From an optimization exercise on the open Yosys and OpenROAD flow, aimed at small area, a short achievable clock period and few clock cycles; shortcuts taken in it are not production practice.
The RTL was checked by simulation tests, not by an equivalence proof against the original design.

==> flow/design.v (outline; a module is shown in full before it is edited, if it fits) <==
// module mult: 140 lines
// module mult_sig: 1575 lines
// module fa1: 4 lines
// module fp_pow_int: 114 lines
module fp_pow_int #(
    parameter int unsigned NBITS = 8
) (
    input  logic             CLK,
    input  logic             RST,
    input  logic             start,
    input  logic [31:0]      X,
    input  logic [NBITS-1:0] N,
    output logic             busy,
    output logic             done,
    output logic [31:0]      result,
    output logic             overflow,
    output logic             underflow
);
  // ...
==> flow/run.sh <==
#!/bin/bash
# synth_recipe.tcl (not shown) runs the flow's synth.tcl, then flattens the netlist and writes it again
# the make line also repeats each setting of config.mk as NAME=value (left out here)
make -C /OpenROAD-flow-scripts/flow DESIGN_CONFIG=/design/flow/config.mk WORK_HOME=/design/flow/orfs CLKGATE_MAP_FILE= SYNTH_SCRIPT=/design/flow/synth_recipe.tcl finish
==> flow/config.mk <==
export PLATFORM = sky130hd
export DESIGN_NAME = fp_pow_int
export DESIGN_NICKNAME = fp_pow_int
export VERILOG_FILES = /design/flow/design.v
export SDC_FILE = /design/flow/constraint.sdc
export NUM_CORES = 4
export LEC_CHECK = 0
export ABC_AREA = 1
export CAP_MARGIN = 20
export CORE_MARGIN = 2
export CORE_UTILIZATION = 40
export SETUP_SLACK_MARGIN = 5
export SLEW_MARGIN = 20
export SYNTH_HIERARCHICAL = 1
==> flow/constraint.sdc <==
create_clock -name core_clock -period 14.0 [get_ports {CLK}]
set_input_delay 2.8000 -clock core_clock [delete_from_list [all_inputs] [get_ports {CLK}]]
set_output_delay 2.8000 -clock core_clock [all_outputs]
set_load 0.01 [all_outputs]
==> results_dict.tcl, run 1 <==
set metrics [dict create \
    status "timing/DRC/antenna clean" \
    min_path_type "register to register" \
    n_all_buffers 129 \
    multi_input_area_um2 19900 \
    whs_ns 0.528 \
    drt-pass1-iter-count 5 \
    layout_commonest_cell "nand2_1" \
    seq_cell_count 109 \
    yosys-mux-area-fraction 0 \
    ant_nets 0 \
    ys_ff_latch 109 \
    worst-slew-pin-transition_ns 1.12 \
    period_needed_ns 8.65 \
    fillers 6419 \
    area_share_clock_buf_inv 0.0116 \
    slew_viol_final 0 \
    row_count 92 \
    synth_compound_area_frac 0.0793 \
    reg2reg_depth 29 \
    cts_tree "yes" \
    area_growth_pct 5.25 \
    slew_headroom 0.248 \
    drt-met1-wl_um 32900 \
    fin_ws_ns 5.35 \
    multi_input_area_share 0.748 \
    use_met1 0.324 \
    place_hpwl_um 57000 \
    floorplan.initialDensity 0.403 \
    critical_path_cell_count 29 \
    finalSetupViolations 0 \
    hold_viol 0 \
    maxCapViolCount 0 \
    synth_top_area_share 0.403 \
    avgSynthCellArea_um2 8.21 \
    tns_ns 0 \
    grt_pass1_wl_um 128000 \
    syn_area_um2 25300 \
    place_congestion 0.908 \
    grt_pass1_vias 22600 \
    syn_inst 3084 \
    met3_usage 0.0339 \
]
Testbench counts, summed over its fixed seeds: cycles 99,639.
==> run 2, diff against run 1 <==
==> flow/flow/run.sh (new file) <==
#!/bin/bash
# The standard layout, with timing repair (after clock tree synthesis and after
# global routing) aiming at a setup slack of SETUP_SLACK_MARGIN ns instead of 0.
# The clock period and constraints are the standard flow's, unchanged.
set -euo pipefail
bash standard.sh SETUP_SLACK_MARGIN=7 finish > layout.log 2>&1
==> flow/standard.sh (new file) <==
#!/bin/bash
# synth_recipe.tcl (not shown) runs the flow's synth.tcl, then flattens the netlist and writes it again
# the make line also repeats each setting of config.mk as NAME=value (left out here)
make -C /OpenROAD-flow-scripts/flow DESIGN_CONFIG=/design/flow/config.mk WORK_HOME=/design/flow/orfs CLKGATE_MAP_FILE= SYNTH_SCRIPT=/design/flow/synth_recipe.tcl "${@:-finish}"
--- a/flow/config.mk
+++ b/flow/config.mk
@@ -5,10 +5,8 @@
 export SDC_FILE = /design/flow/constraint.sdc
 export NUM_CORES = 4
 export LEC_CHECK = 0
-export ABC_AREA = 1
 export CAP_MARGIN = 20
 export CORE_MARGIN = 2
 export CORE_UTILIZATION = 40
-export SETUP_SLACK_MARGIN = 5
 export SLEW_MARGIN = 20
 export SYNTH_HIERARCHICAL = 1
removed: flow/run.sh
==> run 2 against run 1 <==
  * Non-clock buffer count grew 105
  * Highest routed layer unchanged
  * First-iteration DRC count grew 37%
  * Routed wire length grew 8.3%
  * Critical path depth is 4 lower
  * Flip-flop and latch count unchanged
  * Global-route usage increased by 2.6 points
==> results_dict.tcl, run 2 <==
set metrics [dict create \
    status "timing/DRC/antenna clean" \
    netlist_top_cells_count "739 x nand2_1, 509 x fa_1, 131 x inv_1, 119 x a21oi_1, 98 x buf_6" \
    syn_inst 2537 \
    min_path_type "register to register" \
    final_cell_mix "726 x nand2_1, 461 x fa_1, 128 x inv_1, 103 x a21oi_1, 87 x buf_4" \
    hold_viol 0 \
    fmaxAchievable_mhz 127 \
    drc 0 \
    synthArstFlopShare 0.330 \
    grt_pass1_wl_um 133000 \
    first_iter_violations 2189 \
    finalSetupViolations 0 \
    via_per_inst 6.06 \
    wl_um 87400 \
    place_congestion 0.955 \
    period_needed_ns 7.90 \
    reg2reg_depth 25 \
    row_count 90 \
    drive_gt1_frac 0.156 \
    clock_sinks 109 \
    cts_tree "yes" \
    synth_warnings 8 \
    ant_nets 0 \
    drt-pass1-iter-count 9 \
    fin_skew_ns 0.0154 \
    wire_per_inst_um 25.4 \
    tns_ns 0 \
    cts_root_buf "clkbuf_16" \
    required_ns 14.28 \
    cts_buffers 9 \
    synth_top_cell_by_area "fa_1" \
    r2r_end "acc[29]" \
    grt_pass1_vias 22000 \
    synth_area_leaders "fa_1 42%, nand2_1 11%, ha_1 5.0%" \
    overflow 0 \
    synthFlopType "edfxtp_1" \
    grt_use_total 0.277 \
    synth_cell_types 91 \
    worst-slew-pin-transition_ns 1.10 \
    layout_commonest_cell "nand2_1" \
    rsz0062_at_grt "true" \
    r2r_start "base[10]" \
    place_hpwl_um 56600 \
    placed_area_um2 25300 \
    avgSynthCellArea_um2 9.52 \
    critPathLaunchType "register" \
    hold_buffers 0 \
    coreArea_um2 60000 \
    floorplan.initialDensity 0.402 \
    ys_ff_latch 109 \
    synth_top_area_share 0.422 \
    die_h_um 250 \
    vias 20900 \
    slew_headroom 0.258 \
    min_path_cells 1 \
    antenna_found_initial 1 \
    timing.hold.worst_endpoint "opa[4]" \
    synth.most_common_cell "nand2_1" \
    insertion_delay_ns 0.37 \
    cp_common_cell "fa_2" \
    slowest_delay_ns 0.61 \
    grt_max_degree 65 \
    h-tree-depth 3 \
    criticalPathCategory "register to register" \
    ys_seq_area_frac 0.114 \
    cp_slowest_cell "fa_2" \
    fin_area_um2 28200 \
    min_from "base[4]" \
    ios 79 \
    final_nets 3306 \
    clkTransAtPathRegs_ns 0.08 \
    area_growth_pct 16.6 \
    reg2reg_slack_ns 6.10 \
    port_buffers 78 \
    slew_viol_final 0 \
    syn_area_um2 24200 \
    maxCapViolCount 0 \
    crit_arrival_ns 8.18 \
    synth_edf_count 40 \
    die_w_um 250 \
    clockBufferDepth 2 \
    cp_max_fo 8 \
    die_area_um2 62400 \
    top_regs "acc (32), base (32), opa (32)" \
    endpoint_kind "register" \
    timing.final.crit_share 0.565 \
]
## run 2: worst max-delay path by stage
stage / cells after the start / slack (ns) / end / start
2_1_floorplan: 25 / 6.41 / base[26] / base[20]
3_3_place_gp: 25 / 5.14 / opa[5] / base[18]
3_5_place_dp: 25 / 5.08 / opa[5] / base[18]
4_1_cts: 25 / 6.25 / acc[29] / base[19]
5_1_grt: 27 / 5.92 / opa[22] / base[22]
6_report: 25 / 6.10 / acc[29] / base[10]
## run 2: what timing repair did
item	CTS	global route
gates resized for setup	233	64
pin swaps	98	36
setup buffers	67	14
endpoints found under the setup margin	95	95
gates cloned	21	4
## run 2: area by class of cell
class                      count  area (um^2)
inverter                     133          529
fill                        5516        31800
multi-input combinational   2168        20600
sequential                   109         2810
clock buffer                   9          225
timing repair inverter         2         20.0
antenna                        1         2.50
clock inverter                 7         77.6
timing repair buffer         234         2900
tap                          782          978
## run 2: metal layers
layer / vias up / wire [um] / part of all wire / track usage
met5: - / 0 / 0 / 0.00386
li1: 8648 / - / - / -
met1: 10600 / 32800 / 0.37 / 0.348
met3: 300 / 8620 / 0.099 / 0.0591
met4: 0 / 4640 / 0.053 / 0.122
met2: 1302 / 41300 / 0.47 / 0.459
## run 2: through the flow
stage / worst slack, ns / hold WS [ns] / util / std cells
6_report: 6.10 / 0.513 / 0.469 / 3445
3_3_place_gp: 5.14 / 0.483 / 0.421 / 3321
3_5_place_dp: 5.08 / 0.490 / 0.421 / 3321
4_1_cts: 6.25 / 0.509 / 0.461 / 3425
5_1_grt: 5.92 / 0.539 / 0.469 / 3444
2_1_floorplan: 6.41 / 0.543 / - / 2572
## run 2: logic make-up (layout without fill, tap and decap cells)
kind of cell,Yosys count,in the layout,share of synthesized area
fa+ha+maj,606,606,0.472
mux,21,21,0.00958
compound gates,421,421,0.120
xor+xnor,59,60,0.0222
other cells,3,39,0.000466
simple gates,1022,1022,0.182
flops,109,109,0.114
buf+inv,296,385,0.0785
## run 2: modules after synthesis, one instance, submodules excluded
module,cells,flops+latches
mult,749,0
fp_pow_int,517,109
mult_sig,765,0
fa1,1,0
## run 2: critical path, delay by kind of cell, from the launching register on
family | cells | cell delay (ns)
and+or+nand+nor | 4 | 0.65
xor gates and xnor gates | 1 | 0.30
DFF | 1 | 0.44
buffers and inverters | 3 | 0.41
adders and majority gates | 9 | 3.97
AOI/OAI and AO/OA | 8 | 2.03
==> run 3, diff against run 2 <==
==> flow/flow/run.sh (replaced) <==
#!/bin/bash
# The standard layout, with timing repair (after clock tree synthesis and after
# global routing) aiming at a setup slack of SETUP_SLACK_MARGIN ns instead of 0.
# The clock period and constraints are the standard flow's, unchanged.
set -euo pipefail
bash standard.sh SETUP_SLACK_MARGIN=6.5 finish > layout.log 2>&1
--- a/flow/config.mk
+++ b/flow/config.mk
@@ -5,6 +5,7 @@
 export SDC_FILE = /design/flow/constraint.sdc
 export NUM_CORES = 4
 export LEC_CHECK = 0
+export ABC_AREA = 1
 export CAP_MARGIN = 20
 export CORE_MARGIN = 2
 export CORE_UTILIZATION = 40
==> run 3 against run 2 <==
  * Critical path depth rose by 7
  * Global-route usage fell by 2.2 points
  * Synthesized cell count rose by 22%
  * Final cell count rose by 16%
  * Worst hold slack improved by 0.015 ns
  * Fmax rose by 7.6%
  * Count of clock-buffer cells in the layout rose by 1
  * First-iteration DRC count fell by 12%
==> results_dict.tcl, run 3 <==
set metrics [dict create \
    multi_input_area_um2 20600 \
    synth.most_common_cell "nand2_1" \
    regArea_um2 2800 \
    grt_pass1_wl_um 130000 \
    die_h_um 256 \
    layout_commonest_cell "nand2_1" \
    synth_top_family_by_area "adder cells" \
    yosys-mux-area-fraction 0 \
    min_path_cells 2 \
    synth_area_leaders "fa_1 40%, nand2_1 15%, inv_1 5.1%" \
    antenna_cells 0 \
    row_count 92 \
    reg2reg_slack_ns 6.66 \
    fin_area_um2 28300 \
    fillers 6279 \
    h-tree-depth 3 \
    area_growth_pct 12.0 \
    cp_slowest_cell "edfxtp_1" \
    critPathBufInv 6 \
    ios 79 \
    port_buffers 78 \
    syn_area_um2 25300 \
    grt_max_degree 72 \
    r2r_start "base[18]" \
    floorplan.initialDensity 0.403 \
    synth_edf_count 40 \
    timing.final.crit_share 0.525 \
    slew_headroom 0.278 \
    rsz0062_at_grt "false" \
    fin_skew_ns 0.0108 \
    wl_um 85200 \
    synth_top_cell_by_area "fa_1" \
    final_nets 3811 \
    ys_ff_latch 109 \
    drc 0 \
    required_ns 14.27 \
    min_path_type "register to register" \
    final_cell_mix "1,009 x nand2_1, 470 x fa_1, 335 x inv_1, 187 x nor2_1, 102 x nand3_1" \
    die_area_um2 65300 \
    avgSynthCellArea_um2 8.21 \
    worst-slew-pin-transition_ns 1.07 \
    r2r_end "opa[17]" \
    clkTransAtPathRegs_ns 0.08 \
    drt-pass1-iter-count 5 \
    min_from "overflow" \
    synthFlopType "edfxtp_1" \
    insertion_delay_ns 0.37 \
    overflow 0 \
    yosys.area_share.simple 0.238 \
    via_per_inst 5.45 \
    drive_gt1_frac 0.105 \
    first_iter_violations 1918 \
    status "timing/DRC/antenna clean" \
    wire_per_inst_um 21.2 \
    grt_use_total 0.255 \
    cp_max_fo 7 \
    tns_ns 0 \
    synth-adder-area-share 0.451 \
    antenna_found_initial 1 \
    endpoint_kind "register" \
    criticalPathCategory "register to register" \
    vias 21900 \
    synth_xor_area_frac 0.0134 \
    hold_viol 0 \
    top_regs "acc (32), base (32), opa (32)" \
    fmaxAchievable_mhz 136 \
    path_delay_family "adder cells" \
    ant_nets 0 \
    synth_warnings 8 \
    slowest_delay_ns 0.59 \
    syn_inst 3084 \
    ys_seq_area_frac 0.109 \
    cts_tree "yes" \
    reg2reg_depth 32 \
    place_hpwl_um 57000 \
    synth_top_area_share 0.403 \
    coreArea_um2 62900 \
    die_w_um 256 \
    place_congestion 0.908 \
    period_needed_ns 7.34 \
    cts_buffers 9 \
    netlist_top_cells_count "1,033 x nand2_1, 509 x fa_1, 343 x inv_1, 196 x nor2_1, 108 x nand3_1" \
    synthArstFlopShare 0.330 \
    clock_sinks 109 \
    finalSetupViolations 0 \
    clockBufferDepth 2 \
    grt_pass1_vias 22800 \
    slew_viol_final 0 \
    timing.hold.worst_endpoint "overflow" \
    critPathLaunchType "register" \
    maxCapViolCount 0 \
    placed_area_um2 26200 \
    synth_compound_area_frac 0.0793 \
    crit_arrival_ns 7.62 \
    synth_cell_types 53 \
    cts_root_buf "clkbuf_16" \
]
run 3: cell types whose count changed after synthesis, moves of 37 or more:
cell	previous run	this run
nand2_1	739	1033
inv_1	131	343
nor2_1	72	196
nand3_1	23	108
o211ai_1	4	58
nand4_1	24	66
xnor2_1	44	7
run 3: Yosys stat by module, one instance, submodules excluded:
module | times used | flops+latches | cell area (um^2) | cells inside
fa1 | 506 | 0 | 20.0 | 1
mult | 1 | 0 | 5930 | 1093
fp_pow_int | 1 | 109 | 5630 | 715
mult_sig | 1 | 0 | 3620 | 770
run 3: final cells by class:
class,count,share of cell area
clock buffers,10,0.00843
clock inverters,6,0.00247
inverters,364,0.0487
multi-input cells,2487,0.726
flip-flops and latches,109,0.0989
well taps,846,0.0373
repair buffers,191,0.0786
run 3: metrics by stage:
stage | hold WS (ns) | setup slack (ns) | util | std cells
6_report | 0.528 | 6.66 | 0.451 | 4013
5_1_grt | 0.559 | 6.42 | 0.451 | 4013
4_1_cts | 0.530 | 6.50 | 0.432 | 3968
3_5_place_dp | 0.515 | 5.41 | 0.417 | 3926
3_3_place_gp | 0.507 | 5.53 | 0.417 | 3926
2_1_floorplan | 0.520 | 7.14 | - | 3119
run 3: kinds of logic (layout without fill, tap and decap cells):
| kind of cell | count (synthesis) | count (layout) |
|---|---|---|
| other | 3 | 38 |
| AO/OA/AOI/OAI | 338 | 338 |
| flip-flops | 109 | 109 |
| buffers and inverters | 526 | 571 |
| adder cells (fa/ha/maj) | 606 | 606 |
| AND/OR/NAND/NOR | 1464 | 1467 |
| XOR/XNOR | 38 | 38 |
run 3: timing repair:
item	in CTS	in global routing
gates resized for setup	76	167
setup buffers	23	34
endpoints found under the setup margin	95	95
gates cloned	3	11
hold buffers	0	0
pin swaps	9	65
hold endpoints to repair	0	0
run 3: routing by layer:
metal	up-vias	global-route usage	share of wire
li1	9758	-	-
met1	10900	0.332	0.40
met2	1008	0.436	0.48
met3	178	0.0321	0.078
met4	0	0.0919	0.039
met5	-	0	0
run 3: worst max-delay path by stage:
stage	from	end	slack [ns]	depth (start not counted)
floorplan	base[22]	opa[19]	7.14	29
global placement	opa[13]	base[18]	5.53	28
detailed placement	base[18]	opa[3]	5.41	28
CTS	base[18]	opa[21]	6.50	30
global route	base[18]	acc[22]	6.42	32
finish	base[18]	opa[17]	6.66	32
run 3: worst register-to-register path, delay by kind of cell, from the launching register on:
family | cells | cell delay, ns
AND/OR/NAND/NOR | 13 | 1.54
adder cells (fa/ha/maj) | 9 | 4.00
flip-flops | 1 | 0.59
AO/OA/AOI/OAI | 4 | 0.46
buffers and inverters | 6 | 0.65
==> run 4, diff against run 3 <==
==> flow/flow/run.sh (replaced) <==
#!/bin/bash
# The standard layout, with timing repair (after clock tree synthesis and after
# global routing) aiming at a setup slack of SETUP_SLACK_MARGIN ns instead of 0.
# The clock period and constraints are the standard flow's, unchanged.
set -euo pipefail
bash standard.sh SETUP_SLACK_MARGIN=9 finish > layout.log 2>&1
==> run 4 against run 3 <==
  * Still clean on timing, DRC and antenna
  * Synthesized cell count stayed put
  * Flip-flop and latch count stayed put
  * Sequential share of layout area is 0.62 points lower
  * Global-route usage is 2.8 points higher
  * Highest routed layer is now met5
==> results_dict.tcl, run 4 <==
set metrics [dict create \
    via_per_inst 5.57 \
    avgSynthCellArea_um2 8.21 \
    synth_top_cell_by_area "fa_1" \
    synthFlopType "edfxtp_1" \
    cts_tree "yes" \
    clockBufferDepth 2 \
    synth_warnings 8 \
    tns_ns 0 \
    die_w_um 256 \
    grt_max_degree 72 \
    netlist_top_cells_count "1,033 x nand2_1, 509 x fa_1, 343 x inv_1, 196 x nor2_1, 108 x nand3_1" \
    vias 22900 \
    hold_buffers 0 \
    slowest_delay_ns 0.59 \
    row_count 92 \
    critPathLaunchType "register" \
    synth_area_leaders "fa_1 40%, nand2_1 15%, inv_1 5.1%" \
    slew_viol_final 0 \
    cp_max_fo 7 \
    clock_sinks 109 \
    required_ns 14.27 \
    status "timing/DRC/antenna clean" \
    synthArstFlopShare 0.330 \
    top_regs "acc (32), base (32), opa (32)" \
    ys_seq_area_frac 0.109 \
    fmaxAchievable_mhz 142 \
    maxCapViolCount 0 \
    insertion_delay_ns 0.36 \
    final_nets 3912 \
    ant_nets 0 \
    crit_end "opa[1]" \
    drc 0 \
    crit_arrival_ns 7.29 \
    floorplan.initialDensity 0.403 \
    synth_edf_count 40 \
    first_iter_violations 2003 \
    ios 79 \
    port_buffers 78 \
    drive_gt1_frac 0.179 \
    endpoint_kind "register" \
    place_inst 3929 \
    period_needed_ns 7.02 \
    ys_ff_latch 109 \
    coreArea_um2 62900 \
    hold_viol 0 \
    slew_headroom 0.287 \
    grt_pass1_vias 24100 \
    syn_inst 3084 \
    cp_slowest_cell "fa_1" \
    worst-slew-pin-transition_ns 1.07 \
    cts_buffers 9 \
    drt-pass1-iter-count 6 \
    grt_use_total 0.282 \
    antenna_found_initial 2 \
    area_growth_pct 19.2 \
    min_path_type "register to register" \
    antenna_cells 0 \
    synth_cell_types 53 \
    crit_start "base[19]" \
    place_congestion 0.903 \
    clkTransAtPathRegs_ns 0.07 \
    r2r_start "base[19]" \
    syn_area_um2 25300 \
    criticalPathCategory "register to register" \
    fin_cells 4114 \
    final_cell_mix "982 x nand2_1, 438 x fa_1, 299 x inv_1, 183 x nor2_1, 131 x buf_4" \
    grt_pass1_wl_um 143000 \
    fin_skew_ns 0.0162 \
    wl_um 91900 \
    reg2reg_depth 34 \
    timing.final.crit_share 0.501 \
    reg2reg_slack_ns 6.98 \
    synth_top_area_share 0.403 \
    finalSetupViolations 0 \
    wire_per_inst_um 22.3 \
    overflow 0 \
    synth.most_common_cell "nand2_1" \
    h-tree-depth 3 \
    cts_root_buf "clkbuf_16" \
    utilization 0.480 \
    r2r_end "opa[1]" \
    place_hpwl_um 58300 \
    layout_commonest_cell "nand2_1" \
    die_h_um 256 \
    rsz0062_at_grt "true" \
    die_area_um2 65300 \
]
==> run 4: changes by cell type in the layout (fill, tap and decap cells not counted), moves of 23 or more <==
cell and delta:
buf_4 +67, o21ai_0 -41, inv_1 -36, inv_2 +33, fa_1 -32, fa_2 +32, nand2_1 -27, o21ai_1 +23
==> run 4: worst min path at each step <==
stage	cells past startpoint	start	slack (ns)	to
after floorplan	2	e[4]	0.52	e[3]
after global placement	2	overflow	0.51	overflow
after detailed placement	2	overflow	0.52	overflow
after CTS	2	overflow	0.53	overflow
after global routing	2	overflow	0.55	overflow
final	2	underflow	0.54	underflow
==> run 4: repair_timing <==
item / CTS / global route
gates cloned: 19 / 3
buffers inserted: 119 / 28
gates resized for setup: 280 / 86
endpoints found under the setup margin: 95 / 95
pin swaps: 93 / 62
==> run 4: per-module statistics from Yosys, one instance, submodules excluded <==
module | cells inside | flip-flops and latches
fp_pow_int | 715 | 109
fa1 | 1 | 0
mult_sig | 770 | 0
mult | 1093 | 0
==> run 4: cell type report <==
cell class                      count  area, um^2
Clock buffer                       10         229
Inverter                          364        1400
Clock inverter                      6        87.6
Tap cell                          846        1060
Timing Repair Buffer              292        3370
Multi-Input combinational cell   2487       21200
Fill cell                        6099       32700
Sequential cell                   109        2800
==> run 4: logic make-up (layout without fill, tap and decap cells) <==
logic type                 Yosys count  in the layout  share of synthesized area
AOI/OAI and AO/OA                  338            338                     0.0794
xor gates and xnor gates            38             38                     0.0134
adders and majority gates          606            606                      0.451
buffers and inverters              526            672                      0.109
DFF                                109            109                      0.109
other                                3             38                   0.000445
and+or+nand+nor                   1464           1467                      0.238
==> run 4: per-stage QoR <==
stage / hold WS [ns] / instance area (um^2) / setup WS [ns]
after floorplan: 0.520 / 25900 / 7.58
after global placement: 0.513 / 26700 / 5.82
after detailed placement: 0.522 / 26700 / 5.71
after CTS: 0.532 / 29600 / 7.14
after global routing: 0.548 / 30200 / 6.75
final: 0.537 / 30200 / 6.98
==> run 4: routing by layer <==
layer | wire length [um] | GRT usage
met2 | 43100 | 0.469
met1 | 35400 | 0.361
met3 | 8340 | 0.0509
met5 | 31 | 0
met4 | 5010 | 0.126
==> run 4: critical path: cells and delay by family, from the launching register on <==
family                     cells  cell delay, ns
AOI/OAI and AO/OA              3            0.29
buffers and inverters          7            0.75
and+or+nand+nor               16            1.78
adders and majority gates      8            3.66
DFF                            1            0.43
==> run 5, diff against run 4 <==
==> flow/flow/run.sh (replaced) <==
#!/bin/bash
# The standard layout, with timing repair (after clock tree synthesis and after
# global routing) aiming at a setup slack of SETUP_SLACK_MARGIN ns instead of 0.
# The clock period and constraints are the standard flow's, unchanged.
set -euo pipefail
bash standard.sh SETUP_SLACK_MARGIN=5.5 finish > layout.log 2>&1
==> run 5 against run 4 <==
  * Non-clock buffer count fell by 154
  * Critical endpoint is now base[19]
  * Largest cell class unchanged
  * Final cell count decreased by 3.8%
  * Fmax decreased by 14%
  * Still clean on timing, DRC and antenna
==> results_dict.tcl, run 5 <==
set metrics [dict create \
    die_w_um 256 \
    insertion_delay_ns 0.36 \
    grt_pass1_vias 22600 \
    netlist_top_cells_count "1,033 x nand2_1, 509 x fa_1, 343 x inv_1, 196 x nor2_1, 108 x nand3_1" \
    place_congestion 0.908 \
    whs_ns 0.528 \
    syn_inst 3084 \
    row_count 92 \
    port_buffers 78 \
    synth_top_cell_by_area "fa_1" \
    placed_area_um2 26200 \
    cts_tree "yes" \
    place_hpwl_um 57000 \
    cts_buffers 9 \
    antenna_cells 0 \
    wire_per_inst_um 20.3 \
    h-tree-depth 3 \
    top_regs "acc (32), base (32), opa (32)" \
    vias 21400 \
    synth_area_leaders "fa_1 40%, nand2_1 15%, inv_1 5.1%" \
    synth_edf_count 40 \
    grt_max_degree 72 \
    status "timing/DRC/antenna clean" \
    dpl_worst_slack_ns 5.41 \
    final_nets 3756 \
    slew_headroom 0.235 \
    ys_ff_latch 109 \
    rsz0062_at_grt "true" \
    drc 0 \
    first_iter_violations 1724 \
    coreArea_um2 62900 \
    hold_buffers 0 \
    fin_area_um2 26800 \
    cp_slowest_cell "fa_1" \
    syn_area_um2 25300 \
    drt-pass1-iter-count 6 \
    ant_nets 0 \
    overflow 0 \
    cp_common_cell "fa_1" \
    antenna_found_initial 0 \
    floorplan.initialDensity 0.403 \
    final_cell_mix "1,031 x nand2_1, 509 x fa_1, 341 x inv_1, 194 x nor2_1, 108 x nand3_1" \
    grt_pass1_wl_um 128000 \
    timing.final.crit_share 0.580 \
    synthArstFlopShare 0.330 \
    cts_root_buf "clkbuf_16" \
    wl_um 80500 \
    required_ns 14.15 \
    synth_warnings 8 \
    clockBufferDepth 2 \
    avgSynthCellArea_um2 8.21 \
    slowest_delay_ns 0.59 \
    fmaxAchievable_mhz 123 \
    fillers 6407 \
    synthFlopType "edfxtp_1" \
    endpoint_kind "register" \
    area_growth_pct 5.84 \
    worst-slew-pin-transition_ns 1.14 \
    criticalPathCategory "register to register" \
    ios 79 \
    period_needed_ns 8.13 \
    synth.most_common_cell "nand2_1" \
    ys_seq_area_frac 0.109 \
    grt_use_total 0.251 \
    die_h_um 256 \
    cp_max_fo 26 \
    tns_ns 0 \
    synth_cell_types 53 \
    slew_viol_final 0 \
    drive_gt1_frac 0.0517 \
    min_path_type "register to register" \
    fin_skew_ns 0.0124 \
    fin_ws_ns 5.87 \
    clock_sinks 109 \
    layout_commonest_cell "nand2_1" \
    finalSetupViolations 0 \
    critPathLaunchType "register" \
    crit_arrival_ns 8.27 \
    die_area_um2 65300 \
    maxCapViolCount 0 \
    synth_top_area_share 0.403 \
    hold_viol 0 \
    via_per_inst 5.40 \
    clkTransAtPathRegs_ns 0.08 \
]
-- run 5: final timing paths --
path / start / endpoint / slack [ns] / depth (start not counted)
worst min register to register: overflow / overflow / 0.53 / 2
worst max-delay path: base[10] / base[19] / 5.87 / 29
worst min-delay path: overflow / overflow / 0.53 / 2
min in group asynchronous: RST / underflow / 2.57 / 1
worst max register to register: base[10] / base[19] / 5.87 / 29
max in group asynchronous: RST / acc[1] / 10.82 / 1
-- run 5: modules after synthesis (local to each module, per instance) --
| module | flip-flops and latches | cells inside | area [um^2] | copies in the design |
|---|---|---|---|---|
| mult | 0 | 1093 | 5930 | 1 |
| fa1 | 0 | 1 | 20.0 | 506 |
| fp_pow_int | 109 | 715 | 5630 | 1 |
| mult_sig | 0 | 770 | 3620 | 1 |
-- run 5: kinds of logic after synthesis --
group                      Yosys count  synth area share
other                                3          0.000445
xor gates and xnor gates            38            0.0134
and+or+nand+nor                   1464             0.238
buffers and inverters              526             0.109
AOI/OAI and AO/OA                  338            0.0794
adders and majority gates          606             0.451
DFF                                109             0.109
-- run 5: through the flow --
stage,util,std cells
2_1_floorplan,-,3119
3_3_place_gp,0.417,3926
3_5_place_dp,0.417,3926
4_1_cts,0.424,3949
5_1_grt,0.426,3958
6_report,0.426,3958
-- run 5: worst max-delay path, delay by kind of cell (launching register included) --
| family | cells | cell delay [ns] |
|---|---|---|
| flops | 1 | 0.35 |
| simple gates | 12 | 1.93 |
| compound gates | 2 | 0.63 |
| buf+inv | 6 | 0.75 |
| fa+ha+maj | 9 | 4.21 |
-- run 5: final cells by class --
type,count,area (um^2),share of cell area
multi-input cells,2485,20000,0.745
repair buffers,138,1310,0.0489
well taps,846,1060,0.0395
clock buffers,10,239,0.00892
flip-flops and latches,109,2780,0.104
inverters,364,1370,0.0511
clock inverters,6,70.1,0.00262
-- run 5: per-layer routing --
| metal | track usage | wire length, um |
|---|---|---|
| met5 | 0 | 0 |
| met4 | 0.0880 | 3040 |
| met3 | 0.0321 | 5220 |
| met2 | 0.430 | 39000 |
| met1 | 0.327 | 33300 |
-- run 5: what timing repair did --
action,in CTS,in global routing
cloned,1,0
resized for setup,3,25
endpoints found under the hold margin,0,0
setup endpoints to repair,12,76
pin swaps,1,2
setup buffers,6,9
==> run 6, diff against run 5 <==
==> flow/flow/run.sh (replaced) <==
#!/bin/bash
# The standard layout, with timing repair (after clock tree synthesis and after
# global routing) aiming at a setup slack of SETUP_SLACK_MARGIN ns instead of 0.
# The clock period and constraints are the standard flow's, unchanged.
set -euo pipefail
bash standard.sh SETUP_SLACK_MARGIN=10 finish > layout.log 2>&1
==> run 6 against run 5 <==
  * Still clean
  * Synthesized area unchanged
  * Non-clock buffer count rose by 188
  * Synthesized cell count unchanged
  * First-iteration DRC count increased by 19%
  * Cell area is 14% higher
  * Utilization up 6.2 points
  * Critical endpoint is now opa[13]
  * Largest cell class unchanged
==> results_dict.tcl, run 6 <==
set metrics [dict create \
    status "timing/DRC/antenna clean" \
    crit_arrival_ns 7.27 \
    r2r_end "opa[13]" \
    hold_viol 0 \
    ios 79 \
    drc 0 \
    area_growth_pct 21.1 \
    drt-met1-wl_um 35600 \
    slew_viol_final 0 \
    endpoint_kind "register" \
    synth_edf_count 40 \
    ant_nets 0 \
    fin_cells 4150 \
    grt_max_degree 72 \
    via_per_inst 5.58 \
    rsz0062_at_grt "true" \
    cp_slowest_cell "fa_2" \
    syn_inst 3084 \
    overflow 0 \
    cp_common_cell "fa_1" \
    slew_headroom 0.222 \
    grt_pass1_vias 24300 \
    place_hpwl_um 58300 \
    dr_wl_met3_um 8920 \
    whs_ns 0.524 \
    wl_um 93600 \
    multi_input_area_um2 21400 \
    grt_use_total 0.285 \
    cts_tree "yes" \
    cp_max_fo 6 \
    die_h_um 256 \
    first_iter_violations 2052 \
    synth.most_common_cell "nand2_1" \
    synth_warnings 8 \
    critPathLaunchType "register" \
    synth_top_area_share 0.403 \
    cts_buffers 9 \
    syn_area_um2 25300 \
    die_area_um2 65300 \
    antenna_found_initial 4 \
    synth_top_cell_by_area "fa_1" \
    port_buffers 78 \
    dr_wl_met2_um 43700 \
    synth_cell_types 53 \
    finalSetupViolations 0 \
    final_nets 3947 \
    final_cell_mix "970 x nand2_1, 438 x fa_1, 296 x inv_1, 178 x nor2_1, 150 x buf_4" \
    synth_area_leaders "fa_1 40%, nand2_1 15%, inv_1 5.1%" \
    insertion_delay_ns 0.36 \
    wire_per_inst_um 22.6 \
    fin_skew_ns 0.0162 \
    avgSynthCellArea_um2 8.21 \
    worst-slew-pin-transition_ns 1.16 \
    fillers 6072 \
    die_w_um 256 \
    vias 23200 \
    maxCapViolCount 0 \
    timing.final.crit_share 0.500 \
    drt-pass1-iter-count 5 \
    reg2reg_depth 32 \
    hold_buffers 0 \
    drive_gt1_frac 0.212 \
    top_regs "acc (32), base (32), opa (32)" \
    reg2reg_slack_ns 6.99 \
    fmaxAchievable_mhz 143 \
    clockBufferDepth 2 \
    tns_ns 0 \
    r2r_start "base[19]" \
    place_inst 3929 \
    netlist_top_cells_count "1,033 x nand2_1, 509 x fa_1, 343 x inv_1, 196 x nor2_1, 108 x nand3_1" \
    ys_seq_area_frac 0.109 \
    synthArstFlopShare 0.330 \
    required_ns 14.27 \
    clock_sinks 109 \
    synthFlopType "edfxtp_1" \
    crit_end "opa[13]" \
    grt_pass1_wl_um 144000 \
    criticalPathCategory "register to register" \
    coreArea_um2 62900 \
    regArea_um2 2820 \
    ys_ff_latch 109 \
    floorplan.initialDensity 0.403 \
    dr.max_layer_used "met5" \
    cts_root_buf "clkbuf_16" \
    min_path_type "register to register" \
    layout_commonest_cell "nand2_1" \
    row_count 92 \
    place_congestion 0.903 \
    h-tree-depth 3 \
    clkTransAtPathRegs_ns 0.08 \
    crit_start "base[19]" \
    period_needed_ns 7.01 \
    slowest_delay_ns 0.63 \
]
-- run 6: changes by cell type in the layout (fill, tap and decap cells not counted), moves of 31 or more --
cell | previous run | this run
buf_12 | 3 | 34
buf_4 | 46 | 150
clkdlybuf4s50_1 | 77 | 10
dlygate4sd2_1 | 0 | 44
fa_1 | 509 | 438
fa_2 | 0 | 71
inv_1 | 341 | 296
inv_2 | 21 | 55
nand2_1 | 1031 | 970
nand2_2 | 8 | 45
o21ai_0 | 91 | 37
-- run 6: stage by stage --
step / util / setup WS (ns) / area (um^2)
CTS: 0.474 / 7.14 / 29800
floorplan: - / 7.58 / 25900
global placement: 0.425 / 5.82 / 26700
global route: 0.488 / 6.78 / 30700
finish: 0.488 / 6.99 / 30700
detailed placement: 0.425 / 5.71 / 26700
-- run 6: worst min-delay path by stage --
stage,from,to,cells past startpoint,slack [ns]
6_report,overflow,overflow,2,0.52
5_1_grt,overflow,overflow,2,0.54
4_1_cts,overflow,overflow,2,0.53
3_5_place_dp,overflow,overflow,2,0.52
3_3_place_gp,overflow,overflow,2,0.51
2_1_floorplan,e[4],e[3],2,0.52
-- run 6: cells by family (layout without fill, tap and decap cells) --
logic type,Yosys count,after routing,share of synthesized area
compound gates,338,339,0.0794
xor+xnor,38,38,0.0134
fa+ha+maj,606,606,0.451
buf+inv,526,706,0.109
flops,109,109,0.109
other cells,3,39,0.000445
simple gates,1464,1467,0.238
-- run 6: metal layers --
metal,global-route usage,vias to the layer above
li1,-,10100
met1,0.363,11500
met2,0.476,1297
met3,0.0496,310
met4,0.129,4
met5,0,-
-- run 6: what timing repair did --
action	in CTS	in global routing
endpoints found under the setup margin	134	99
buffers inserted	143	34
pin swaps	107	106
gates resized for setup	411	183
gates cloned	22	5
-- run 6: layout make-up --
cell class                      instances  area share
Multi-Input combinational cell       2488       0.699
Timing Repair Buffer                  326       0.117
Sequential cell                       109      0.0920
Inverter                              364      0.0467
Tap cell                              846      0.0345
Clock buffer                           10     0.00747
Clock inverter                          6     0.00286
Antenna cell                            1   0.0000816
-- run 6: modules after synthesis, one instance, submodules excluded --
module	cell area [um^2]	flip-flops and latches	copies in the design	cells inside
mult	5930	0	1	1093
fp_pow_int	5630	109	1	715
mult_sig	3620	0	1	770
fa1	20.0	0	506	1
-- run 6: worst max-delay path: cells and delay by family, from the launching register on --
family,cells,cell delay (ns)
AO/OA/AOI/OAI,5,0.64
adder cells (fa/ha/maj),9,3.92
buffers and inverters,6,0.70
flip-flops,1,0.41
AND/OR/NAND/NOR,12,1.23
==> run 7, diff against run 6 <==
==> flow/flow/run.sh (replaced) <==
#!/bin/bash
# The standard layout, with timing repair (after clock tree synthesis and after
# global routing) aiming at a setup slack of SETUP_SLACK_MARGIN ns instead of 0.
# The clock period and constraints are the standard flow's, unchanged.
set -euo pipefail
bash standard.sh SETUP_SLACK_MARGIN=7 finish > layout.log 2>&1
==> run 7 against run 6 <==
  * Via count fell by 2.4%
  * Utilization fell by 0.52 points
  * Fmax fell by 2.9%
  * Largest cell class unchanged
  * Synthesized area did not move
  * Die area did not move
==> results_dict.tcl, run 7 <==
set metrics [dict create \
    clockBufferDepth 2 \
    drive_gt1_frac 0.182 \
    fmaxAchievable_mhz 139 \
    avgSynthCellArea_um2 8.21 \
    synthArstFlopShare 0.330 \
    ys_ff_latch 109 \
    drt-met1-wl_um 34600 \
    drt-pass1-iter-count 6 \
    period_needed_ns 7.21 \
    synth.most_common_cell "nand2_1" \
    via_per_inst 5.53 \
    top_regs "acc (32), base (32), opa (32)" \
    clkTransAtPathRegs_ns 0.08 \
    die_area_um2 65300 \
    synth_top_cell_by_area "fa_1" \
    first_iter_violations 1890 \
    dpl_worst_slack_ns 5.41 \
    fin_skew_ns 0.0128 \
    wl_um 90200 \
    whs_ns 0.528 \
    reg2reg_slack_ns 6.79 \
    min_path_type "register to register" \
    cp_common_cell "fa_1" \
    dr_wl_met3_um 7630 \
    min_path_cells 2 \
    hold_buffers 0 \
    vias 22600 \
    synth_cell_types 53 \
    cts_tree "yes" \
    slew_headroom 0.179 \
    timing.final.crit_share 0.515 \
    grt_max_degree 72 \
    grt_pass1_wl_um 137000 \
    netlist_top_cells_count "1,033 x nand2_1, 509 x fa_1, 343 x inv_1, 196 x nor2_1, 108 x nand3_1" \
    floorplan.initialDensity 0.403 \
    cp_slowest_cell "fa_2" \
    ys_seq_area_frac 0.109 \
    syn_inst 3084 \
    dr_wl_met2_um 43000 \
    crit_arrival_ns 7.48 \
    synth_warnings 8 \
    wire_per_inst_um 22.1 \
    overflow 0 \
    layout_commonest_cell "nand2_1" \
    tns_ns 0 \
    syn_area_um2 25300 \
    synth_edf_count 40 \
    endpoint_kind "register" \
    grt_use_total 0.272 \
    drc 0 \
    critPathLaunchType "register" \
    min_from "overflow" \
    maxCapViolCount 0 \
    final_nets 3883 \
    place_hpwl_um 57000 \
    ios 79 \
    worst-slew-pin-transition_ns 1.23 \
    fin_area_um2 30300 \
    grt_pass1_vias 23600 \
    hold_viol 0 \
    r2r_start "base[18]" \
    ant_nets 0 \
    cts_buffers 9 \
    antenna_found_initial 0 \
    cts_root_buf "clkbuf_16" \
    slowest_delay_ns 0.62 \
    final_cell_mix "971 x nand2_1, 447 x fa_1, 304 x inv_1, 181 x nor2_1, 100 x buf_4" \
    timing.hold.worst_endpoint "overflow" \
    required_ns 14.27 \
    multi_input_area_um2 21500 \
    clock_sinks 109 \
    cp_max_fo 7 \
    synth_top_area_share 0.403 \
    dr.max_layer_used "met4" \
    slew_viol_final 0 \
    h-tree-depth 3 \
    area_growth_pct 19.8 \
    die_w_um 256 \
    coreArea_um2 62900 \
    reg2reg_depth 31 \
    finalSetupViolations 0 \
    criticalPathCategory "register to register" \
    regArea_um2 2810 \
    rsz0062_at_grt "true" \
    synth_area_leaders "fa_1 40%, nand2_1 15%, inv_1 5.1%" \
    synthFlopType "edfxtp_1" \
    fillers 6008 \
    port_buffers 78 \
    row_count 92 \
    insertion_delay_ns 0.37 \
    fin_ws_ns 6.79 \
    r2r_end "opa[15]" \
    place_congestion 0.908 \
    placed_area_um2 26200 \
    die_h_um 256 \
    status "timing/DRC/antenna clean" \
]
-- run 7: worst max path at each step --
stage / endpoint / slack (ns) / cells after the start / from
6_report: opa[15] / 6.79 / 31 / base[18]
5_1_grt: opa[15] / 6.62 / 32 / base[18]
4_1_cts: opa[0] / 7.00 / 32 / base[18]
3_5_place_dp: opa[3] / 5.41 / 28 / base[18]
3_3_place_gp: base[18] / 5.53 / 28 / opa[13]
2_1_floorplan: opa[19] / 7.14 / 29 / base[22]
-- run 7: through the flow --
step,utilization,instances
after detailed placement,0.417,3926
after CTS,0.461,4039
final,0.483,4086
after floorplan,-,3119
after global placement,0.417,3926
after global routing,0.482,4085
-- run 7: what timing repair did --
action                                  CTS  global route
setup buffers                            78            41
endpoints found under the setup margin   95            95
gates resized for setup                 283           279
cloned                                   19             5
pin swaps                               101           159
-- run 7: per-module statistics from Yosys (local to each module, per instance) --
module      copies in the design  cells inside  flip-flops and latches  cell area [um^2]
mult                           1          1093                       0              5930
fp_pow_int                     1           715                     109              5630
mult_sig                       1           770                       0              3620
fa1                          506             1                       0              20.0
-- run 7: layout make-up --
| class | instances | share of cell area |
|---|---|---|
| Inverter | 364 | 0.0463 |
| Clock buffer | 10 | 0.00788 |
| Timing Repair Buffer | 263 | 0.107 |
| Antenna cell | 1 | 0.0000825 |
| Sequential cell | 109 | 0.0926 |
| Clock inverter | 6 | 0.00231 |
| Tap cell | 846 | 0.0349 |
| Multi-Input combinational cell | 2487 | 0.709 |
-- run 7: per-layer routing --
metal	track usage	vias to the layer above
met5	0	-
met4	0.128	0
met3	0.0473	277
met2	0.457	1105
met1	0.341	11300
li1	-	9912
-- run 7: kinds of logic (layout without fill, tap and decap cells) --
group | Yosys count | after routing | synth area share
xor+xnor | 38 | 38 | 0.0134
flops | 109 | 109 | 0.109
compound gates | 338 | 338 | 0.0794
buf+inv | 526 | 643 | 0.109
other cells | 3 | 39 | 0.000445
simple gates | 1464 | 1467 | 0.238
fa+ha+maj | 606 | 606 | 0.451
-- run 7: critical path, delay by kind of cell, from the launching register on --
family,cells,cell delay (ns)
buffers and inverters,7,0.86
and+or+nand+nor,11,1.23
adders and majority gates,9,3.93
AOI/OAI and AO/OA,4,0.54
DFF,1,0.53
==> run 8, diff against run 7 <==
==> flow/flow/run.sh (replaced) <==
#!/bin/bash
# The standard layout, with timing repair (after clock tree synthesis and after
# global routing) aiming at a setup slack of SETUP_SLACK_MARGIN ns instead of 0.
# The clock period and constraints are the standard flow's, unchanged.
set -euo pipefail
bash standard.sh SETUP_SLACK_MARGIN=6 finish > layout.log 2>&1
--- a/flow/config.mk
+++ b/flow/config.mk
@@ -9,5 +9,6 @@
 export CAP_MARGIN = 20
 export CORE_MARGIN = 2
 export CORE_UTILIZATION = 40
+export PLACE_DENSITY = 0.7
 export SLEW_MARGIN = 20
 export SYNTH_HIERARCHICAL = 1
==> run 8 against run 7 <==
  * Sequential share of layout area is 0.99 points higher
  * Cell area down 11%
  * Fmax fell by 5.9%
  * Critical endpoint is now opa[1]
==> results_dict.tcl, run 8 <==
set metrics [dict create \
    min_path_type "register to register" \
    critPathLaunchType "register" \
    r2r_end "opa[1]" \
    h-tree-depth 3 \
    reg2reg_slack_ns 6.33 \
    grt_pass1_wl_um 123000 \
    final_nets 3766 \
    fmaxAchievable_mhz 130 \
    synth_top_area_share 0.403 \
    r2r_start "base[7]" \
    grt_pass1_vias 22300 \
    crit_start "base[7]" \
    vias 21800 \
    slew_headroom 0.280 \
    port_buffers 78 \
    grt_max_degree 72 \
    crit_arrival_ns 7.94 \
    cts_tree "yes" \
    ios 79 \
    insertion_delay_ns 0.35 \
    worst-slew-pin-transition_ns 1.07 \
    synth_warnings 8 \
    cp_max_fo 18 \
    timing.final.crit_share 0.548 \
    criticalPathCategory "register to register" \
    via_per_inst 5.49 \
    cp_slowest_cell "edfxtp_1" \
    maxCapViolCount 0 \
    clockBufferDepth 2 \
    ant_nets 0 \
    place_hpwl_um 55200 \
    netlist_top_cells_count "1,033 x nand2_1, 509 x fa_1, 343 x inv_1, 196 x nor2_1, 108 x nand3_1" \
    avgSynthCellArea_um2 8.21 \
    status "timing/DRC/antenna clean" \
    ys_seq_area_frac 0.109 \
    synth_top_family_by_area "adder cells" \
    fin_skew_ns 0.0113 \
    slowest_delay_ns 0.69 \
    overflow 0 \
    synth_top_cell_by_area "fa_1" \
    reg2reg_depth 30 \
    floorplan.initialDensity 0.403 \
    wl_um 77600 \
    top_regs "acc (32), base (32), opa (32)" \
    die_w_um 256 \
    cts_root_buf "clkbuf_16" \
    area_growth_pct 6.79 \
    clkTransAtPathRegs_ns 0.08 \
    hold_viol 0 \
    row_count 92 \
    wire_per_inst_um 19.6 \
    synth_area_leaders "fa_1 40%, nand2_1 15%, inv_1 5.1%" \
    ys_ff_latch 109 \
    tns_ns 0 \
    finalSetupViolations 0 \
    crit_end "opa[1]" \
    place_congestion 0.940 \
    synth-adder-area-share 0.451 \
    grt_use_total 0.238 \
    rsz0062_at_grt "true" \
    antenna_cells 0 \
    fin_area_um2 27000 \
    clock_sinks 109 \
    syn_inst 3084 \
    layout_commonest_cell "nand2_1" \
    whs_ns 0.532 \
    synth.most_common_cell "nand2_1" \
    synth_edf_count 40 \
    drc 0 \
    placed_area_um2 26200 \
    syn_area_um2 25300 \
    synthFlopType "edfxtp_1" \
    die_area_um2 65300 \
    synth_compound_area_frac 0.0793 \
    cp_common_cell "fa_1" \
    synth_xor_area_frac 0.0134 \
    yosys.area_share.simple 0.238 \
    first_iter_violations 1971 \
    endpoint_kind "register" \
    period_needed_ns 7.67 \
    coreArea_um2 62900 \
    synth_cell_types 53 \
    die_h_um 256 \
    final_cell_mix "1,028 x nand2_1, 509 x fa_1, 341 x inv_1, 194 x nor2_1, 108 x nand3_1" \
    required_ns 14.27 \
    antenna_found_initial 0 \
    cts_buffers 9 \
    drt-pass1-iter-count 6 \
    hold_buffers 0 \
    drive_gt1_frac 0.0561 \
    slew_viol_final 0 \
    synthArstFlopShare 0.330 \
    yosys-mux-area-fraction 0 \
]
## run 8: cell counts after synthesis
No cell type changed its count.
## run 8: stage by stage
| step | util | worst slack, ns | instances |
|---|---|---|---|
| floorplan | - | 7.14 | 3119 |
| detailed placement | 0.418 | 5.60 | 3928 |
| global placement | 0.418 | 5.69 | 3928 |
| CTS | 0.424 | 6.02 | 3951 |
| global route | 0.430 | 5.94 | 3968 |
| finish | 0.430 | 6.33 | 3968 |
## run 8: worst min path at each step
| stage | start | to | slack [ns] | depth (start not counted) |
|---|---|---|---|---|
| 2_1_floorplan | e[4] | e[3] | 0.52 | 2 |
| 3_5_place_dp | acc[31] | acc[31] | 0.52 | 2 |
| 3_3_place_gp | underflow | underflow | 0.51 | 2 |
| 4_1_cts | underflow | underflow | 0.54 | 2 |
| 5_1_grt | acc[31] | acc[31] | 0.55 | 2 |
| 6_report | overflow | overflow | 0.53 | 2 |
## run 8: per-layer routing
layer / track usage / share of wire / routed length (um) / vias up
li1: - / - / - / 9685
met1: 0.317 / 0.39 / 30400 / 10800
met2: 0.394 / 0.47 / 36700 / 1144
met3: 0.0415 / 0.10 / 7750 / 179
met4: 0.0773 / 0.034 / 2670 / 0
met5: 0 / 0 / 0 / -
## run 8: logic make-up (layout without fill, tap and decap cells)
group,Yosys count,count (layout)
buffers and inverters,526,527
other,3,38
xor gates and xnor gates,38,38
adders and majority gates,606,606
DFF,109,109
and+or+nand+nor,1464,1466
AOI/OAI and AO/OA,338,338
## run 8: critical path: cells and delay by family, from the launching register on
kind | cells | cell delay (ns)
buf+inv | 4 | 0.63
compound gates | 3 | 0.34
simple gates | 16 | 2.55
fa+ha+maj | 7 | 3.34
flops | 1 | 0.69
## run 8: layout make-up
cell class	instances	area (um^2)
flip-flops and latches	109	2770
inverters	364	1370
repair buffers	147	1500
clock inverters	6	78.8
clock buffers	10	239
multi-input cells	2486	20000
fillers	6252	35800
well taps	846	1060
## run 8: what timing repair did
item	CTS	global route
setup endpoints to repair	88	95
buffers inserted	6	15
gates resized for setup	6	57
gates cloned	1	2
pin swaps	1	8
## run 8: per-module statistics from Yosys (local to each module, per instance)
module      cells  cell area [um^2]  flip-flops and latches
mult_sig      770              3620                       0
fp_pow_int    715              5630                     109
mult         1093              5930                       0
fa1             1              20.0                       0
==> run 9, diff against run 8 <==
--- a/flow/config.mk
+++ b/flow/config.mk
@@ -5,10 +5,8 @@
 export SDC_FILE = /design/flow/constraint.sdc
 export NUM_CORES = 4
 export LEC_CHECK = 0
-export ABC_AREA = 1
 export CAP_MARGIN = 20
 export CORE_MARGIN = 2
 export CORE_UTILIZATION = 40
-export PLACE_DENSITY = 0.7
 export SLEW_MARGIN = 20
 export SYNTH_HIERARCHICAL = 1
==> run 9 against run 8 <==
  * Still clean on timing, DRC and antenna
  * Utilization increased by 3.4 points
  * Clock skew is essentially flat
  * Synthesized area down 4.6%
  * Final cell count decreased by 13%
  * Count of clock-buffer cells in the layout decreased by 1
  * Die area shrank 4.5%
  * Worst hold slack got worse by 0.031 ns
  * Cell area up 3.1%
  * First-iteration DRC count up 22%
  * Critical endpoint is now acc[26]
  * Largest cell class unchanged
==> results_dict.tcl, run 9 <==
set metrics [dict create \
    status "timing/DRC/antenna clean" \
    clkTransAtPathRegs_ns 0.08 \
    avgSynthCellArea_um2 9.52 \
    r2r_end "acc[26]" \
    timing.hold.worst_endpoint "opa[5]" \
    ant_nets 0 \
    netlist_top_cells_count "739 x nand2_1, 509 x fa_1, 131 x inv_1, 119 x a21oi_1, 98 x buf_6" \
    synthArstFlopShare 0.330 \
    worst-slew-pin-transition_ns 1.26 \
    port_buffers 78 \
    place_hpwl_um 57100 \
    crit_arrival_ns 8.34 \
    slew_viol_final 0 \
    cp_max_fo 6 \
    floorplan.initialDensity 0.402 \
    synth_cell_types 91 \
    dr_wl_met2_um 43000 \
    hold_buffers 0 \
    min_path_type "register to register" \
    grt_pass1_wl_um 136000 \
    finalSetupViolations 0 \
    area_growth_pct 15.4 \
    fin_skew_ns 0.0118 \
    reg2reg_depth 26 \
    die_h_um 250 \
    dr.max_layer_used "met5" \
    tns_ns 0 \
    fin_area_um2 27900 \
    r2r_start "base[17]" \
    required_ns 14.28 \
    clockBufferDepth 2 \
    cts_root_buf "clkbuf_16" \
    syn_inst 2537 \
    layout_commonest_cell "nand2_1" \
    grt_pass1_vias 22500 \
    antenna_cells 0 \
    synth_edf_count 40 \
    h-tree-depth 3 \
    wire_per_inst_um 26.1 \
    period_needed_ns 8.06 \
    vias 21000 \
    synth_warnings 8 \
    ios 79 \
    slew_headroom 0.155 \
    maxCapViolCount 0 \
    row_count 90 \
    synthFlopType "edfxtp_1" \
    first_iter_violations 2412 \
    ys_ff_latch 109 \
    insertion_delay_ns 0.37 \
    min_path_cells 1 \
    drt-pass1-iter-count 6 \
    ys_seq_area_frac 0.114 \
    endpoint_kind "register" \
    overflow 0 \
    grt_use_total 0.286 \
    hold_viol 0 \
    cts_tree "yes" \
    cts_buffers 9 \
    dr_wl_met3_um 8890 \
    drc 0 \
    rsz0062_at_grt "true" \
    clock_sinks 109 \
    multi_input_area_um2 20300 \
    synth_top_area_share 0.422 \
    via_per_inst 6.12 \
    grt_max_degree 65 \
    drive_gt1_frac 0.135 \
    drt-met1-wl_um 33200 \
    criticalPathCategory "register to register" \
    wl_um 89600 \
    coreArea_um2 60000 \
    critPathLaunchType "register" \
    timing.final.crit_share 0.576 \
    fmaxAchievable_mhz 124 \
    placed_area_um2 25100 \
    final_cell_mix "735 x nand2_1, 481 x fa_1, 129 x inv_1, 105 x a21oi_1, 88 x buf_4" \
    die_w_um 250 \
    syn_area_um2 24200 \
    synth_top_cell_by_area "fa_1" \
    final_nets 3300 \
    min_from "base[5]" \
    die_area_um2 62400 \
    synth.most_common_cell "nand2_1" \
    synth_area_leaders "fa_1 42%, nand2_1 11%, ha_1 5.0%" \
    regArea_um2 2810 \
    top_regs "acc (32), base (32), opa (32)" \
    place_congestion 0.931 \
    reg2reg_slack_ns 5.94 \
    fillers 5613 \
    antenna_found_initial 3 \
]
==> run 9: repair_timing <==
item                                    in CTS  in global routing
endpoints found under the setup margin      95                 94
resized for setup                          172                104
hold endpoints to repair                     0                  0
gates cloned                                25                  2
buffers inserted                            46                 27
pin swaps                                   22                 75
==> run 9: routing by layer <==
metal | global-route usage | vias to the layer above
li1 | - | 8615
met1 | 0.355 | 10800
met2 | 0.477 | 1336
met3 | 0.0611 | 315
met4 | 0.130 | 2
met5 | 0 | -
==> run 9: how the worst max path moves through the flow <==
stage	to	from
detailed placement	acc[9]	base[21]
global route	acc[26]	base[17]
finish	acc[26]	base[17]
CTS	acc[22]	base[11]
floorplan	base[26]	base[22]
global placement	opa[7]	base[21]
==> run 9: cells by family (layout without fill, tap and decap cells) <==
logic type,Yosys count,after routing,synth area share
buf+inv,296,379,0.0785
other cells,3,38,0.000466
mux,21,21,0.00958
xor+xnor,59,60,0.0222
simple gates,1022,1022,0.182
compound gates,421,421,0.120
flops,109,109,0.114
fa+ha+maj,606,606,0.472
==> run 9: area by class of cell <==
class | count | share of cell area
Multi-Input combinational cell | 2168 | 0.729
Timing Repair Buffer | 229 | 0.105
Sequential cell | 109 | 0.101
Tap cell | 782 | 0.0351
Inverter | 133 | 0.0187
Clock buffer | 9 | 0.00808
Clock inverter | 7 | 0.00256
Timing Repair inverter | 1 | 0.000314
==> run 9: Yosys stat by module (local to each module, per instance) <==
module,cells inside,cell area (um^2)
fp_pow_int,517,5180
mult,749,5230
fa1,1,20.0
mult_sig,765,3610
==> run 9: worst max-delay path: stages (launching register included) <==
cell,delay (ns)
edfxtp_1,0.45
buf_12,0.17
buf_12,0.13
nand2_4,0.06
fa_1,0.46
fa_2,0.63
fa_2,0.45
fa_2,0.38
fa_1,0.53
fa_1,0.52
fa_1,0.54
inv_2,0.05
ha_4,0.24
ha_4,0.23
a21o_1,0.20
a22o_1,0.25
o41ai_4,0.42
o32ai_2,0.12
a211o_1,0.29
a311oi_4,0.23
buf_6,0.16
xor2_4,0.30
o31a_1,0.30
o21ai_0,0.14
a22oi_2,0.34
a21oi_1,0.14
o31ai_2,0.24
==> run 9: stage by stage <==
stage                     setup slack (ns)  hold WS (ns)   util  cells
after global placement                4.70         0.489  0.418   3322
after global routing                  5.81         0.540  0.464   3438
after detailed placement              4.61         0.484  0.418   3322
after CTS                             6.00         0.503  0.454   3409
final                                 5.94         0.501  0.464   3438
after floorplan                       6.28         0.543      -   2572
==> run 10, diff against run 9 <==
--- a/flow/config.mk
+++ b/flow/config.mk
@@ -5,6 +5,7 @@
 export SDC_FILE = /design/flow/constraint.sdc
 export NUM_CORES = 4
 export LEC_CHECK = 0
+export ABC_AREA = 1
 export CAP_MARGIN = 20
 export CORE_MARGIN = 2
 export CORE_UTILIZATION = 40
==> run 10 against run 9 <==
  * Sequential share of layout area grew 0.22 points
  * Synthesized area rose by 4.8%
  * Utilization shrank 3.4 points
  * Die area rose by 4.7%
  * Final cell count grew 15%
  * Register-to-register slack gained 0.42 ns
  * Clock skew increased by 0.0013 ns
  * Via count rose by 2.2%
  * Global-route usage fell by 3.5 points
  * Still clean
  * Routed wire length down 9.4%
==> results_dict.tcl, run 10 <==
set metrics [dict create \
    crit_arrival_ns 7.78 \
    cts_buffers 9 \
    ios 79 \
    synth_warnings 8 \
    hold_buffers 0 \
    die_h_um 256 \
    finalSetupViolations 0 \
    antenna_cells 0 \
    cp_common_cell "fa_1" \
    synth_area_leaders "fa_1 40%, nand2_1 15%, inv_1 5.1%" \
    layout_commonest_cell "nand2_1" \
    rsz0062_at_grt "false" \
    tns_ns 0 \
    fmaxAchievable_mhz 131 \
    synth.most_common_cell "nand2_1" \
    synthArstFlopShare 0.330 \
    overflow 0 \
    cts_tree "yes" \
    synth_top_cell_by_area "fa_1" \
    endpoint_kind "register" \
    fillers 6390 \
    synth_edf_count 40 \
    insertion_delay_ns 0.37 \
    floorplan.initialDensity 0.403 \
    synth_top_area_share 0.403 \
    grt_max_degree 72 \
    grt_pass1_vias 22700 \
    die_area_um2 65300 \
    die_w_um 256 \
    top_regs "acc (32), base (32), opa (32)" \
    slowest_delay_ns 0.57 \
    status "timing/DRC/antenna clean" \
    hold_viol 0 \
    h-tree-depth 3 \
    fin_skew_ns 0.0131 \
    first_iter_violations 1728 \
    cts_root_buf "clkbuf_16" \
    cp_slowest_cell "fa_1" \
    synthFlopType "edfxtp_1" \
    ys_seq_area_frac 0.109 \
    slew_headroom 0.235 \
    place_hpwl_um 57000 \
    clockBufferDepth 2 \
    critPathLaunchType "register" \
    drt-pass1-iter-count 5 \
    place_inst 3926 \
    place_congestion 0.908 \
    min_path_type "register to register" \
    syn_inst 3084 \
    grt_use_total 0.251 \
    via_per_inst 5.41 \
    clock_sinks 109 \
    row_count 92 \
    drc 0 \
    maxCapViolCount 0 \
    clkTransAtPathRegs_ns 0.08 \
    period_needed_ns 7.64 \
    ant_nets 0 \
    drive_gt1_frac 0.0595 \
    timing.final.crit_share 0.546 \
    avgSynthCellArea_um2 8.21 \
    synth_cell_types 53 \
    ys_ff_latch 109 \
    antenna_found_initial 0 \
    worst-slew-pin-transition_ns 1.14 \
    coreArea_um2 62900 \
    syn_area_um2 25300 \
    fin_cells 3970 \
    required_ns 14.13 \
    netlist_top_cells_count "1,033 x nand2_1, 509 x fa_1, 343 x inv_1, 196 x nor2_1, 108 x nand3_1" \
    final_cell_mix "1,028 x nand2_1, 508 x fa_1, 341 x inv_1, 191 x nor2_1, 108 x nand3_1" \
    port_buffers 78 \
    final_nets 3768 \
    wire_per_inst_um 20.5 \
    cp_max_fo 26 \
    area_growth_pct 6.80 \
    slew_viol_final 0 \
    grt_pass1_wl_um 128000 \
    utilization 0.430 \
    vias 21500 \
    criticalPathCategory "register to register" \
    wl_um 81200 \
]
-- run 10: per-stage QoR --
step	instance area [um^2]	hold slack (ns)	setup slack (ns)
5_1_grt	27000	0.559	5.95
3_5_place_dp	26200	0.515	5.41
6_report	27000	0.528	6.36
2_1_floorplan	25400	0.520	7.14
3_3_place_gp	26200	0.507	5.53
4_1_cts	26700	0.530	6.01
-- run 10: Yosys stat by module, one instance, submodules excluded --
module | flops+latches | cells | area (um^2) | times used
fa1 | 0 | 1 | 20.0 | 506
fp_pow_int | 109 | 715 | 5630 | 1
mult_sig | 0 | 770 | 3620 | 1
mult | 0 | 1093 | 5930 | 1
-- run 10: final timing paths --
kind,start,slack (ns),to,cells after the start
setup reg to reg,opa[11],6.36,base[18],29
hold / removal,overflow,0.53,overflow,2
hold reg to reg,overflow,0.53,overflow,2
max in group asynchronous,RST,10.80,acc[1],1
setup / recovery,opa[11],6.36,base[18],29
min in group asynchronous,RST,2.59,underflow,1
-- run 10: cell families (layout without fill, tap and decap cells) --
group	count (synthesis)	count (layout)	synth area share
AOI/OAI and AO/OA	338	338	0.0794
adders and majority gates	606	606	0.451
other	3	38	0.000445
and+or+nand+nor	1464	1466	0.238
xor gates and xnor gates	38	38	0.0134
buffers and inverters	526	529	0.109
DFF	109	109	0.109
-- run 10: critical path, delay by kind of cell, from the launching register on --
kind	cells	cell delay, ns
compound gates	2	0.63
buf+inv	6	0.72
flops	1	0.31
fa+ha+maj	9	4.19
simple gates	12	1.52
-- run 10: layer usage --
layer / GRT usage / vias to the layer above / wire length [um]
met5: 0 / - / 0
met4: 0.0879 / 0 / 2900
met3: 0.0325 / 161 / 5540
met2: 0.431 / 860 / 39300
met1: 0.325 / 10800 / 33400
li1: - / 9671 / -
-- run 10: repair_timing --
action | CTS | global route
setup endpoints to repair | 95 | 95
gates resized for setup | 24 | 40
gates cloned | 1 | 1
buffers inserted | 9 | 17
pin swaps | 1 | 9
-- run 10: layout make-up --
cell class / instances / area, um^2 / area share
Sequential cell: 109 / 2780 / 0.103
Multi-Input combinational cell: 2486 / 20000 / 0.741
Clock buffer: 10 / 239 / 0.00884
Timing Repair Buffer: 149 / 1470 / 0.0545
Clock inverter: 6 / 70.1 / 0.00259
Tap cell: 846 / 1060 / 0.0392
Inverter: 364 / 1370 / 0.0508

-- afterwards: timing with drivers on the ports --
How much do the figures lean on ideal ports? The routed layouts below were timed once more, with nothing changed but the port constraints. Step 1 assumes that a clkbuf_16 drives the clock port and a buf_2 every other input. Step 2 times the ports against the registers' clock, not the clock port: input delays grow and output delays shrink by t, the midpoint of the rising clock arrivals with the driver on. a / b / c = no drivers / after step 1 / after step 2; a / b = the first two.
run	shift t [ns]	slack for setup (ns)	hold WS [ns]	worst data-port slew with drivers (ns)	pins driven straight from the clock port
run 1	0.396	5.348 / 5.348 / 5.348	0.528 / 0.528 / 0.528	0.06	1
run 2	0.394	6.097 / 6.097 / 6.097	0.513 / 0.513 / 0.513	0.04	1
run 3	0.400	6.655 / 6.655 / 6.655	0.528 / 0.528 / 0.528	0.06	1
run 4	0.390	6.980 / 6.980 / 6.980	0.537 / 0.537 / 0.537	0.05	1
run 5	0.396	5.874 / 5.874 / 5.874	0.528 / 0.528 / 0.528	0.05	1
run 6	0.385	6.994 / 6.994 / 6.994	0.524 / 0.524 / 0.524	0.05	1
run 7	0.400	6.787 / 6.787 / 6.787	0.528 / 0.528 / 0.528	0.06	1
run 8	0.380	6.331 / 6.331 / 6.331	0.532 / 0.532 / 0.532	0.05	1
run 9	0.402	5.939 / 5.939 / 5.939	0.501 / 0.501 / 0.501	0.04	1
run 10	0.397	6.355 / 6.355 / 6.355	0.528 / 0.528 / 0.528	0.05	1
After both steps setup and hold are still met in every run listed.
